Context: an optimization exercise on an open-source flow, tuned for small area. The choices shown serve that exercise and are no tape-out recipe. Only simulation tests tie the RTL to the original design; equivalence was not proved. Power figures rest on the tool's default switching activity, not on a simulated workload.

==> inputs of ember <==
## legCpu
module legCpu #(
	parameter int dataWidth = 64
) (
	input  logic clk,
	input  logic reset,
	input  logic [legPkg::instrWidth-1:0] instr,
	output logic [63:0] iaddr,
	output logic [63:0] daddr,
	output logic [63:0] writeData,
	output logic memWrite,
	input  logic [63:0] readData
);
==> module legCpu, before the edit <==
module legCpu #(
	parameter int dataWidth = 64
) (
	input  logic clk,
	input  logic reset,
	input  logic [legPkg::instrWidth-1:0] instr,
	output logic [63:0] iaddr,
	output logic [63:0] daddr,
	output logic [63:0] writeData,
	output logic memWrite,
	input  logic [63:0] readData
);
	logic [61:0] pc;
	logic [61:0] pcNext;
	legPkg::decWord fetchDec;
	logic fetchWe;
	logic fetchLd;
	logic fetchSt;
	legPkg::decWord idDec;
	logic idWe;
	logic idLd;
	logic idSt;
	logic [dataWidth-1:0] regs [0:zeroReg-1];
	logic [dataWidth*zeroReg-1:0] regsFlat;
	logic [zeroReg-1:0] valid;
	logic [zeroReg-1:0] wsel;
	logic [zeroReg-1:0] rsel;
	logic [regAddrWidth-1:0] readReg;
	logic readEnable;
	logic [dataWidth-1:0] readPort;
	logic [dataWidth-1:0] wbValue;
	logic phaseRise;
	logic phaseFall;
	logic firstHalf;
	logic [dataWidth-1:0] idA;
	legPkg::exWord idEx;
	legPkg::exWord exDec;
	logic exWe;
	logic exLd;
	logic exSt;
	logic [dataWidth-1:0] exA;
	logic [dataWidth-1:0] exB;
	logic [dataWidth-1:0] exResult;
	logic [dataWidth-1:0] memResult;
	logic [dataWidth-1:0] memStore;
	logic [4:0] memDest;
	logic memWe;
	logic memLd;
	fetchUnit fetch (
		.pc(pc),
		.pcNext(pcNext)
	);
	always_ff @(posedge clk or posedge reset) begin
		if (reset) begin
			pc <= '0;
		end else begin
			pc <= pcNext;
		end
	end
	assign iaddr = {pc, 2'b00};
	instrDecoder decoder (
		.instr(instr),
		.dec(fetchDec),
		.regWrite(fetchWe),
		.isLoad(fetchLd),
		.isStore(fetchSt)
	);
	always_ff @(posedge clk or posedge reset) begin
		if (reset) begin
			phaseRise <= 1'b0;
		end else begin
			phaseRise <= ~phaseRise;
		end
	end
	always_ff @(negedge clk or posedge reset) begin
		if (reset) begin
			phaseFall <= 1'b0;
		end else begin
			phaseFall <= phaseRise;
		end
	end
	assign firstHalf = phaseRise ^ phaseFall;
	assign wbValue = memLd ? readData : memResult;
	always_comb begin
		for (int i = 0; i < zeroReg; i++) begin
			wsel[i] = memWe && memDest == i[4:0];
		end
	end
	always_ff @(posedge clk or posedge reset) begin
		if (reset) begin
			valid <= '0;
		end else begin
			valid <= valid | wsel;
		end
	end
	for (genvar i = 0; i < zeroReg; i++) begin : row
		logic [dataWidth-1:0] d;
		for (genvar j = 0; j < dataWidth; j++) begin : col
			rfHold hold (.we(wsel[i]), .w(wbValue[j]), .nwe(~wsel[i]), .q(regs[i][j]), .d(d[j]));
		end
		always_ff @(posedge clk) begin
			regs[i] <= d;
		end
	end
	assign readReg = firstHalf ? idDec.bits[9:5] : (idSt ? idDec.bits[4:0] : idDec.bits[20:16]);
	assign readEnable = ~firstHalf | (idDec.immKind != immMov);
	always_comb begin
		for (int i = 0; i < zeroReg; i++) begin
			rsel[i] = valid[i] && readEnable && readReg == i[4:0];
			regsFlat[dataWidth*i +: dataWidth] = regs[i];
		end
	end
	registerFile #(.dataWidth(dataWidth)) regRead (
		.sel(rsel),
		.regs(regsFlat),
		.readData(readPort)
	);
	always_ff @(negedge clk or posedge reset) begin
		if (reset) begin
			idA <= '0;
		end else begin
			idA <= readPort;
		end
	end
	immFormat format (
		.dec(idDec),
		.ex(idEx)
	);
	executeUnit #(.dataWidth(dataWidth)) execute (
		.operandA(exA),
		.operandB(exB),
		.ex(exDec),
		.result(exResult)
	);
	always_ff @(posedge clk or posedge reset) begin
		if (reset) begin
			idWe <= 1'b0;
			idLd <= 1'b0;
			idSt <= 1'b0;
			exWe <= 1'b0;
			exLd <= 1'b0;
			exSt <= 1'b0;
			memWe <= 1'b0;
			memLd <= 1'b0;
			memWrite <= 1'b0;
		end else begin
			idWe <= fetchWe;
			idLd <= fetchLd;
			idSt <= fetchSt;
			exWe <= idWe;
			exLd <= idLd;
			exSt <= idSt;
			memWe <= exWe;
			memLd <= exLd;
			memWrite <= exSt;
		end
	end
	always_ff @(posedge clk) begin
		idDec <= fetchDec;
		exDec <= idEx;
		exA <= idA;
		exB <= readPort;
		memResult <= exResult;
		memStore <= exB;
		memDest <= exDec.dest;
	end
	assign daddr = memResult;
	assign writeData = memStore;
endmodule
clock: 9.0 ns
lec_check: 0
cap_margin: 20
core_margin: 2
core_utilization: 50
cts_cluster_diameter: 120
cts_cluster_size: 25
place_density: 0.6
slew_margin: 20
synth_hierarchical: 1
run.sh (not shown) runs the stock make flow with config.mk's settings and CLKGATE_MAP_FILE= SYNTH_SCRIPT=/design/flow/synth_recipe.tcl, a recipe that flattens the netlist after the stock synthesis.
==> delta (differences from ember) <==
--- a/flow/design.v
+++ b/flow/design.v
@@ -525,3 +525,5 @@
 	assign firstHalf = phaseRise ^ phaseFall;
-	assign wbValue = memLd ? readData : memResult;
+	for (genvar j = 0; j < dataWidth; j++) begin : wb
+		rfHold sel (.we(memLd), .w(readData[j]), .nwe(~memLd), .q(memResult[j]), .d(wbValue[j]));
+	end
 	always_comb begin
@@ -547,3 +549,3 @@
 	end
-	assign readReg = firstHalf ? idDec.bits[9:5] : (idSt ? idDec.bits[4:0] : idDec.bits[20:16]);
+	assign readReg = firstHalf ? idDec.bits[9:5] : ((idDec.immKind == immD9) ? idDec.bits[4:0] : idDec.bits[20:16]);
 	assign readEnable = ~firstHalf | (idDec.immKind != immMov);
==> flow/flow/run.sh (new file) <==
#!/bin/bash
# Layout flow: the standard flow (standard.sh), with two changes:
# ports are buffered with the smallest buffer, and the clock tree is
# built from clkbuf_8 sink clusters without dummy loads.
export BUFFER_PORTS_ARGS="-buffer_cell sky130_fd_sc_hd__buf_1"
export CTS_ARGS="-sink_clustering_enable -repair_clock_nets -dont_use_dummy_load -sink_clustering_size 18 -sink_clustering_max_diameter 70 -buf_list sky130_fd_sc_hd__clkbuf_8"
bash standard.sh finish > standard.log 2>&1
==> flow/standard.sh (new file) <==
#!/bin/bash
# synth_recipe.tcl (not shown) runs the flow's synth.tcl, then flattens the netlist and writes it again
# the make line also repeats each setting of config.mk as NAME=value (left out here)
make -C /OpenROAD-flow-scripts/flow DESIGN_CONFIG=/design/flow/config.mk WORK_HOME=/design/flow/orfs CLKGATE_MAP_FILE= SYNTH_SCRIPT=/design/flow/synth_recipe.tcl "${@:-finish}"
--- a/flow/config.mk
+++ b/flow/config.mk
@@ -9,6 +9,4 @@
 export CORE_MARGIN = 2
-export CORE_UTILIZATION = 50
-export CTS_CLUSTER_DIAMETER = 120
-export CTS_CLUSTER_SIZE = 25
-export PLACE_DENSITY = 0.6
+export CORE_UTILIZATION = 70
+export PLACE_DENSITY = 0.78
 export SLEW_MARGIN = 20
removed: flow/run.sh
==> comparison table <==
item	ember	delta
Outcome	timing/DRC/antenna clean	timing/DRC/antenna clean
Area growth, synth to finish	12.4%	8.26%
Multi-input logic portion of the cell area	37.9%	39.6%
Height of the die	423 um	358 um
Worst clock skew	0.115 ns	0.240 ns
Final non-clock buffer share	4.53%	2.61%
Slew at the pin with the worst max-slew slack	1.22 ns	1.36 ns
Power density of the placed cells	177 nW/um^2	172 nW/um^2
Clock network area share	3.25%	2.29%
Leak	40.0 nW	38.6 nW
Routability Congestion	1.07	1.11
Global-route met2 utilization	60.8%	76.4%
Wire length of the first global-routing pass	558000 um	541000 um
Critical path's slowest cell	mux2i_1	o21ai_4
Crit path arrival time	4.67 ns	4.87 ns
Simple-gate share of the synthesized area	4.48%	4.59%
TritonRoute pass-1 iters	13	22
Adder and majority gate portion of the synthesized area	1.80%	1.80%
Via count of the first global-routing pass	71500	77300
Total stage count of the critical path	8	9
Cell-internal power	13.5 mW	12.7 mW
Startpoint of the worst register-to-register path	phaseRise	idDec[23]
Vias per inst	7.75	8.98
Pre-CTS WS	0.677 ns	0.584 ns
Inverter count	46	52
